This design comes from an exercise in tuning for small area, a short achievable clock period and few clock cycles per item on the open sky130 flow, not from production work. Function was checked by simulation only, so behaviour that the tests miss may differ from the original.

Setup of P:
## fixed_point_17_14_alu_top
module fixed_point_17_14_alu_top (
  input  logic                        clk,
  input  logic                        rst,
  input  logic                        req_valid,
  output logic                        req_stall,
  input  logic [3:0]                  op,
  input  logic signed [WORD_BITS-1:0] operand_a,
  input  logic signed [WORD_BITS-1:0] operand_b,
  output logic                        rsp_valid,
  input  logic                        rsp_stall,
  output logic signed [WORD_BITS-1:0] result,
  output logic [1:0]                  status
);
export LEC_CHECK = 0
export ABC_AREA = 1
export CAP_MARGIN = 20
export CORE_MARGIN = 2
export CORE_UTILIZATION = 50
export SETUP_SLACK_MARGIN = 0.5
export SLEW_MARGIN = 20
export TNS_END_PERCENT = 20
create_clock -name core_clock -period 28.0 [get_ports {clk}]
standard.sh (not shown) runs the stock make flow with config.mk's settings and CLKGATE_MAP_FILE= SYNTH_SCRIPT=/design/flow/synth_recipe.tcl, a recipe that flattens the netlist after the stock synthesis.
==> flow/flow/run.sh <==
#!/bin/bash
# Layout flow: the standard flow, with two changes to how the layout is
# made: repair_timing is asked to reach a shorter period than the clock (a
# larger setup slack margin), and the port buffers that buffer_ports inserts
# on every input and output are plain buf_4 cells. The SDC, the synthesis and
# every other step are the standard ones.
set -euo pipefail
here=$(pwd)
target=$(cat flow/target_period_ns)
margin=$(python3 -c "print(round($FLOW_PERIOD_NS - $target, 3))")
# standard synthesis, unchanged
bash standard.sh synth > "$here/log_synth.txt" 2>&1
# remaining steps
sed -E "s/SETUP_SLACK_MARGIN=[^ ]+/SETUP_SLACK_MARGIN=$margin BUFFER_PORTS_ARGS=\"-buffer_cell sky130_fd_sc_hd__buf_4\"/" standard.sh > "$here/layout.sh"
bash "$here/layout.sh" > "$here/log_layout.txt" 2>&1
==> flow/flow/target_period_ns <==
7.0
Testbench counts of P, summed over its fixed seeds: cycles 40,910, items 16,000.
What Q does differently from P at the input level:
- ABC_AREA: 1 -> unset
[summary]
- Per the final summary, Q finished and its layout is clean on timing, DRC and antenna.
- Going from P to Q, design area grew by a few percent.
- In Q relative to P, multi-input logic cell count had gone down by more than 10%.
- Going from P to Q, the die area was enlarged.
- What Q reported for synthesized cell count has to be multiplied by 1.17 to get the figure for P.
- P → Q: count of clock-buffer cells in the layout went up; number of placed cells counting well taps down 622.
[inputs] R vs Q
- TNS_END_PERCENT: 20 -> 5
- ABC_AREA: unset -> 1
- CAP_MARGIN: 20 -> 10
- SLEW_MARGIN: 20 -> 10
- CORE_UTILIZATION: 50 -> 60
### Flow results
- R against Q: initial standard-cell utilization of the core now larger; post-route cell area moved down.
- Synthesized cell count (R / Q): 1.17
- Antenna violation net count after detailed routing came out exactly the same in R and Q.

---

== alpha ==
fixed_point_17_14_alu_top, a different RTL version from the one above (not shown whole).
For scale: ~110 I/O pins, roughly 30000 µm² of cells after synthesis.
==> flow/config.mk <==
export PLATFORM = sky130hd
export DESIGN_NAME = fixed_point_17_14_alu_top
export DESIGN_NICKNAME = fixed_point_17_14_alu_top
export VERILOG_FILES = /design/flow/design.v
export SDC_FILE = /design/flow/constraint.sdc
export NUM_CORES = 4
export LEC_CHECK = 0
export ABC_AREA = 1
export CAP_MARGIN = 20
export CORE_MARGIN = 2
export CORE_UTILIZATION = 50
export SETUP_SLACK_MARGIN = 0.5
export SLEW_MARGIN = 20
export TNS_END_PERCENT = 20
==> flow/constraint.sdc <==
create_clock -name core_clock -period 28.0 [get_ports {clk}]
set_input_delay 5.6000 -clock core_clock [delete_from_list [all_inputs] [get_ports {clk}]]
set_output_delay 5.6000 -clock core_clock [all_outputs]
set_load 0.01 [all_outputs]
Scripts as last shown in full above: flow/flow/run.sh, flow/flow/target_period_ns
Testbench counts of alpha, summed over its fixed seeds: cycles 40,910, items 16,000.
Edits applied to the flow inputs when going from alpha to beta:
==> flow/flow/target_period_ns <==
6.0
==> run notes <==
The startpoint of the most critical setup path comes out operand_b[1] in one run and operand_a[2] in the other, namely in beta and alpha respectively. | final worst-path cycle share | beta vs alpha | ≈ equal |. Per the comparison of beta with alpha, count of plain and timing-repair buffers in the layout grew by 118, async set-reset flop share out of synthesis held steady. Run comparison: beta end point of the critical path blb[0]$_SDFFCE_PP1P_; alpha end point of the critical path bla[0]$_SDFFCE_PP1P_. The number of buffers inserted during clock tree synthesis reported for beta is smaller than that of alpha by 7.1%. Against alpha, beta reports a number of vias per cell after detailed routing that is higher. Diff beta and alpha: first-iteration DRC count lower in alpha. Number of vias after detailed routing: beta worse than alpha. Summary — global-route wire length before repair, beta relative to alpha: higher, by about 3.7%.

## re-timing with driven ports
In the flow no input, the clock included, has a driving cell. The finished layouts below were timed again as built, in two steps. Step 1 assumes that a clkbuf_16 drives the clock port and a buf_2 every other input. Step 2 also shifts input and output timing later by t, the mid clock arrival at the registers, as if the neighbouring blocks saw the same clock. a / b / c = ideal / step 1 / step 2; a / b = the first two.
| run | shift t [ns] | setup slack, ns | worst setup path at the end | worst register clock-pin slew, ns | worst slew at a driven data input, ns |
|---|---|---|---|---|---|
| P | 0.657 | 20.871 / 20.875 / 20.218 | input to register | 0.07 / 0.07 | 0.06 |
| Q | 0.679 | 20.664 / 20.699 / 20.020 | input to register | 0.07 / 0.07 | 0.06 |
| R | 0.664 | 20.891 / 20.907 / 20.243 | input to register | 0.08 / 0.08 | 0.07 |
| alpha | 0.665 | 20.870 / 20.870 / 20.242 | input to register | 0.08 / 0.08 | 0.08 |
| beta | 0.655 | 20.833 / 20.823 / 20.167 | input to register | 0.07 / 0.07 | 0.07 |
After both steps setup and hold are still met in every run listed. The setup slack of beta, which loses most, moves by -0.010 ns with the drivers and by -0.666 ns with both steps.
